This design comes from an exercise in tuning for small area, a short achievable clock period and few clock cycles per item on the open sky130 flow, not from production work. Function was checked by simulation only, so behaviour that the tests miss may differ from the original.

Setup of rev 12:
==> flow/design.v <==
package krtt_pkg;
  localparam int unsigned SlotsDefault   = 8;
  localparam int unsigned KeyBitsDefault = 64;
  localparam int unsigned StreamKeyBits = 64;
  localparam int unsigned TimeBits      = 63;
  localparam int unsigned PeriodBits    = 16;
  localparam logic [PeriodBits-1:0] PeriodReset = 16'd15;
  typedef struct packed {
    logic allow;
    logic untracked;
  } verdict_t;
endpackage
module krtt_table #(
  parameter int unsigned SLOTS    = krtt_pkg::SlotsDefault,
  parameter int unsigned KEY_BITS = krtt_pkg::KeyBitsDefault
) (
  input  logic                              clk_i,
  input  logic                              rst_ni,
  input  logic                              req_valid_i,
  input  logic [KEY_BITS-1:0]               req_key_i,
  output logic                              key_zero_o,
  output logic                              hit_o,
  output logic                              full_o,
  output logic [SLOTS-1:0]                  hit_vec_o,
  output logic [SLOTS-1:0]                  slot_o
);
  logic [SLOTS-1:0]    slot_valid_q;
  logic [KEY_BITS-1:0] slot_key_q [SLOTS];
  logic [SLOTS-1:0] hit_vec;
  logic [SLOTS-1:0] empty_first;
  logic             ins;
  always_comb begin
    for (int i = 0; i < SLOTS; i++) begin
      hit_vec[i]     = slot_valid_q[i] && (slot_key_q[i] == req_key_i);
      empty_first[i] = !slot_valid_q[i] && (i == 0 || slot_valid_q[(i == 0) ? 0 : i-1]);
    end
  end
  assign key_zero_o = (req_key_i == '0);
  assign hit_o      = |hit_vec;
  assign hit_vec_o  = hit_vec;
  assign full_o     = slot_valid_q[SLOTS-1];
  assign slot_o     = hit_o ? hit_vec : empty_first;
  assign ins        = req_valid_i && !key_zero_o && !hit_o && !full_o;
  always_ff @(posedge clk_i or negedge rst_ni) begin
    if (!rst_ni) begin
      slot_valid_q <= '0;
    end else if (ins) begin
      slot_valid_q <= slot_valid_q | empty_first;
    end
  end
  always_ff @(posedge clk_i) begin
    for (int i = 0; i < SLOTS; i++) begin
      if (!slot_valid_q[i]) begin
        slot_key_q[i] <= req_key_i;
      end
    end
  end
endmodule
module keyed_rate_throttle_table_top #(
  parameter int unsigned SLOTS    = krtt_pkg::SlotsDefault,
  parameter int unsigned KEY_BITS = krtt_pkg::KeyBitsDefault
) (
  input  logic                                 clk_i,
  input  logic                                 rst_ni,
  input  logic                                 start,
  output logic                                 busy,
  input  logic [krtt_pkg::StreamKeyBits-1:0]   stream_key_i,
  input  logic [krtt_pkg::TimeBits-1:0]        time_ms_i,
  output logic                                 done_o,
  output logic                                 allow_o,
  output logic                                 untracked_o,
  input  logic                                 cfg_valid_i,
  output logic                                 cfg_ready_o,
  input  logic [krtt_pkg::PeriodBits-1:0]      cfg_data_i
);
  localparam int unsigned TB = krtt_pkg::TimeBits;
  localparam int unsigned PB = krtt_pkg::PeriodBits;
  function automatic logic time_ok(input logic [TB-1:0] x, input logic [TB-1:0] y,
                                   input logic [PB-1:0] a);
    logic [TB-1:0] s, k;
    logic [63:0]   g, t;
    for (int i = 0; i < TB; i++) begin
      if (i < PB) begin
        s[i] = a[i] ^ ~y[i];
        k[i] = a[i] ? ~y[i] : x[i];
      end else begin
        s[i] = x[i] ^ y[i];
        k[i] = x[i] | ~y[i];
      end
    end
    g[0] = 1'b1;
    t[0] = 1'b0;
    for (int i = 1; i < 64; i++) begin
      g[i] = (i < TB ? s[i] : 1'b0) & k[i-1];
      t[i] = (i < TB ? s[i] : 1'b0) | k[i-1];
    end
    for (int w = 1; w < 64; w = w * 2) begin
      for (int i = 2 * w - 1; i < 64; i = i + 2 * w) begin
        g[i] = g[i] | (t[i] & g[i-w]);
        t[i] = t[i] & t[i-w];
      end
    end
    time_ok = g[63];
  endfunction
  logic [PB-1:0]       period_q;
  logic                r_valid_q;
  logic [KEY_BITS-1:0] r_key_q;
  logic [TB-1:0]       r_time_q;
  logic                a_kz, a_hit, a_full;
  logic [SLOTS-1:0]    a_hit_vec, a_slot;
  logic [TB-1:0]       a_hit_time;
  logic                b_valid_q, b_hit_q, b_untr_q, b_trk_q, b_same_q, b_prev_ok_q;
  logic [SLOTS-1:0]    b_slot_q;
  logic [TB-1:0]       b_time_q, b_hit_time_q;
  logic [PB-1:0]       b_lo_q;
  logic [TB-1:0]       slot_time_q [SLOTS];
  logic                b_pass, b_allow, b_wr;
  logic                c_valid_q, c_allow_q, c_untr_q, c_wr_q;
  logic [SLOTS-1:0]    c_we_q;
  logic [TB-1:0]       c_time_q;
  assign busy        = 1'b0;
  assign cfg_ready_o = 1'b1;
  always_ff @(posedge clk_i or negedge rst_ni) begin
    if (!rst_ni) begin
      period_q  <= krtt_pkg::PeriodReset;
      r_valid_q <= 1'b0;
      b_valid_q <= 1'b0;
      c_valid_q <= 1'b0;
      c_wr_q    <= 1'b0;
      c_we_q    <= '0;
    end else begin
      if (cfg_valid_i && cfg_ready_o) begin
        period_q <= cfg_data_i;
      end
      r_valid_q <= start && !busy;
      b_valid_q <= r_valid_q;
      c_valid_q <= b_valid_q;
      c_wr_q    <= b_wr;
      c_we_q    <= b_wr ? b_slot_q : '0;
    end
  end
  always_ff @(posedge clk_i) begin
    r_key_q  <= stream_key_i[KEY_BITS-1:0];
    r_time_q <= time_ms_i;
  end
  krtt_table #(
    .SLOTS    (SLOTS),
    .KEY_BITS (KEY_BITS)
  ) u_table (
    .clk_i       (clk_i),
    .rst_ni      (rst_ni),
    .req_valid_i (r_valid_q),
    .req_key_i   (r_key_q),
    .key_zero_o  (a_kz),
    .hit_o       (a_hit),
    .full_o      (a_full),
    .hit_vec_o   (a_hit_vec),
    .slot_o      (a_slot)
  );
  always_comb begin
    a_hit_time = c_time_q & {TB{|(a_hit_vec & c_we_q)}};
    for (int i = 0; i < SLOTS; i++) begin
      a_hit_time = a_hit_time | (slot_time_q[i] & {TB{a_hit_vec[i] && !c_we_q[i]}});
    end
  end
  always_ff @(posedge clk_i) begin
    b_hit_q      <= !a_kz && a_hit;
    b_untr_q     <= a_kz || (!a_hit && a_full);
    b_trk_q      <= !a_kz && (a_hit || !a_full);
    b_same_q     <= b_valid_q && b_trk_q && |(a_hit_vec & b_slot_q);
    b_prev_ok_q  <= time_ok(r_time_q, b_time_q, r_time_q[PB-1:0] ^ ~period_q);
    b_lo_q       <= r_time_q[PB-1:0] ^ ~period_q;
    b_slot_q     <= a_slot;
    b_time_q     <= r_time_q;
    b_hit_time_q <= a_hit_time;
  end
  assign b_pass  = (b_same_q && c_wr_q) ? b_prev_ok_q
                                        : time_ok(b_time_q, b_hit_time_q, b_lo_q);
  assign b_allow = !b_hit_q || b_pass;
  assign b_wr    = b_valid_q && b_trk_q && b_allow;
  always_ff @(posedge clk_i) begin
    c_time_q <= b_time_q;
    for (int i = 0; i < SLOTS; i++) begin
      if (c_we_q[i]) begin
        slot_time_q[i] <= c_time_q;
      end
    end
  end
  always_ff @(posedge clk_i) begin
    c_allow_q <= b_allow;
    c_untr_q  <= b_untr_q;
  end
  assign done_o      = c_valid_q;
  assign allow_o     = c_allow_q;
  assign untracked_o = c_untr_q;
endmodule
export LEC_CHECK = 0
export ABC_CLOCK_PERIOD_IN_PS = 3000
export CAP_MARGIN = 20
export CORE_MARGIN = 2
export CORE_UTILIZATION = 70
export CTS_CLUSTER_DIAMETER = 60
export CTS_CLUSTER_SIZE = 20
export SETUP_SLACK_MARGIN = 5
export SLEW_MARGIN = 20
create_clock -name core_clock -period 8.4 [get_ports {clk_i}]
run.sh (not shown) runs the stock make flow with config.mk's settings and CLKGATE_MAP_FILE= SYNTH_SCRIPT=/design/flow/synth_recipe.tcl, a recipe that flattens the netlist after the stock synthesis.
Testbench counts of rev 12, summed over its fixed seeds: cycles 24,016, items 24,000.
Setup changes, rev 12 to rev 13
diff --git a/flow/design.v b/flow/design.v
--- a/flow/design.v
+++ b/flow/design.v
@@ -156,13 +156,16 @@
     .full_o      (a_full),
     .hit_vec_o   (a_hit_vec),
     .slot_o      (a_slot)
   );
   always_comb begin
-    a_hit_time = c_time_q & {TB{|(a_hit_vec & c_we_q)}};
+    a_hit_time = '0;
     for (int i = 0; i < SLOTS; i++) begin
-      a_hit_time = a_hit_time | (slot_time_q[i] & {TB{a_hit_vec[i] && !c_we_q[i]}});
+      a_hit_time = a_hit_time | (slot_time_q[i] & {TB{a_hit_vec[i]}});
+    end
+    if (|(a_hit_vec & c_we_q)) begin
+      a_hit_time = c_time_q;
     end
   end
   always_ff @(posedge clk_i) begin
     b_hit_q      <= !a_kz && a_hit;
     b_untr_q     <= a_kz || (!a_hit && a_full);
Going from rev 12 to rev 13, the fmax was found to have gone down by 5.4 MHz. Relative to rev 12, the total of cells resized after clock tree synthesis measured on rev 13 has increased by more than 100%. Rev 13 against rev 12: count of clock-buffer cells in the layout decreased by 4.3% relative to the old numbers; wire length increased by 22% relative to the old numbers. Compare rev 12 and rev 13 | non-clock buffer count higher: rev 13. Summary: register-to-register slack, rev 13 worse than rev 12. [compare] base=rev 12 new=rev 13: synthesized cell count grew by 6.0%; wire length of the first global-routing pass grew by about 15%; growth of design area from synthesis to finish grew by 3.7 points; via count grew by 3855. Rev 13 reports its source of the critical timing path as r_key_q[39]$_DFF_P_ while rev 12 reports r_key_q[40]$_DFF_P_. Fraction of met1 tracks used by global routing: rev 13 vs rev 12 up 9.9 points.
Testbench counts of rev 13, summed over its fixed seeds: cycles 24,016, items 24,000.

-- what the ideal ports hide --
The flow's constraints put no driver on any port. The routed layouts listed below were extracted and timed again, unchanged, in two steps.
Step 1: set_driving_cell puts a clkbuf_16 on clk_i and a buf_2 on each other input, an assumption about the parent block.
Step 2 also shifts input and output timing later by t, the mid clock arrival at the registers, as if the neighbouring blocks saw the same clock.
Slacks: no drivers / after step 1 / after step 2; pairs: no drivers / after step 1.
run	t (ns)	setup slack, ns	hold WS [ns]	worst data-port slew with drivers (ns)	pins driven straight from the clock port
rev 12	0.722	4.899 / 4.899 / 4.899	0.333 / 0.333 / 0.333	0.06	1
rev 13	0.750	4.832 / 4.832 / 4.832	0.350 / 0.350 / 0.350	0.11	1
After both steps every run listed still meets setup and hold.
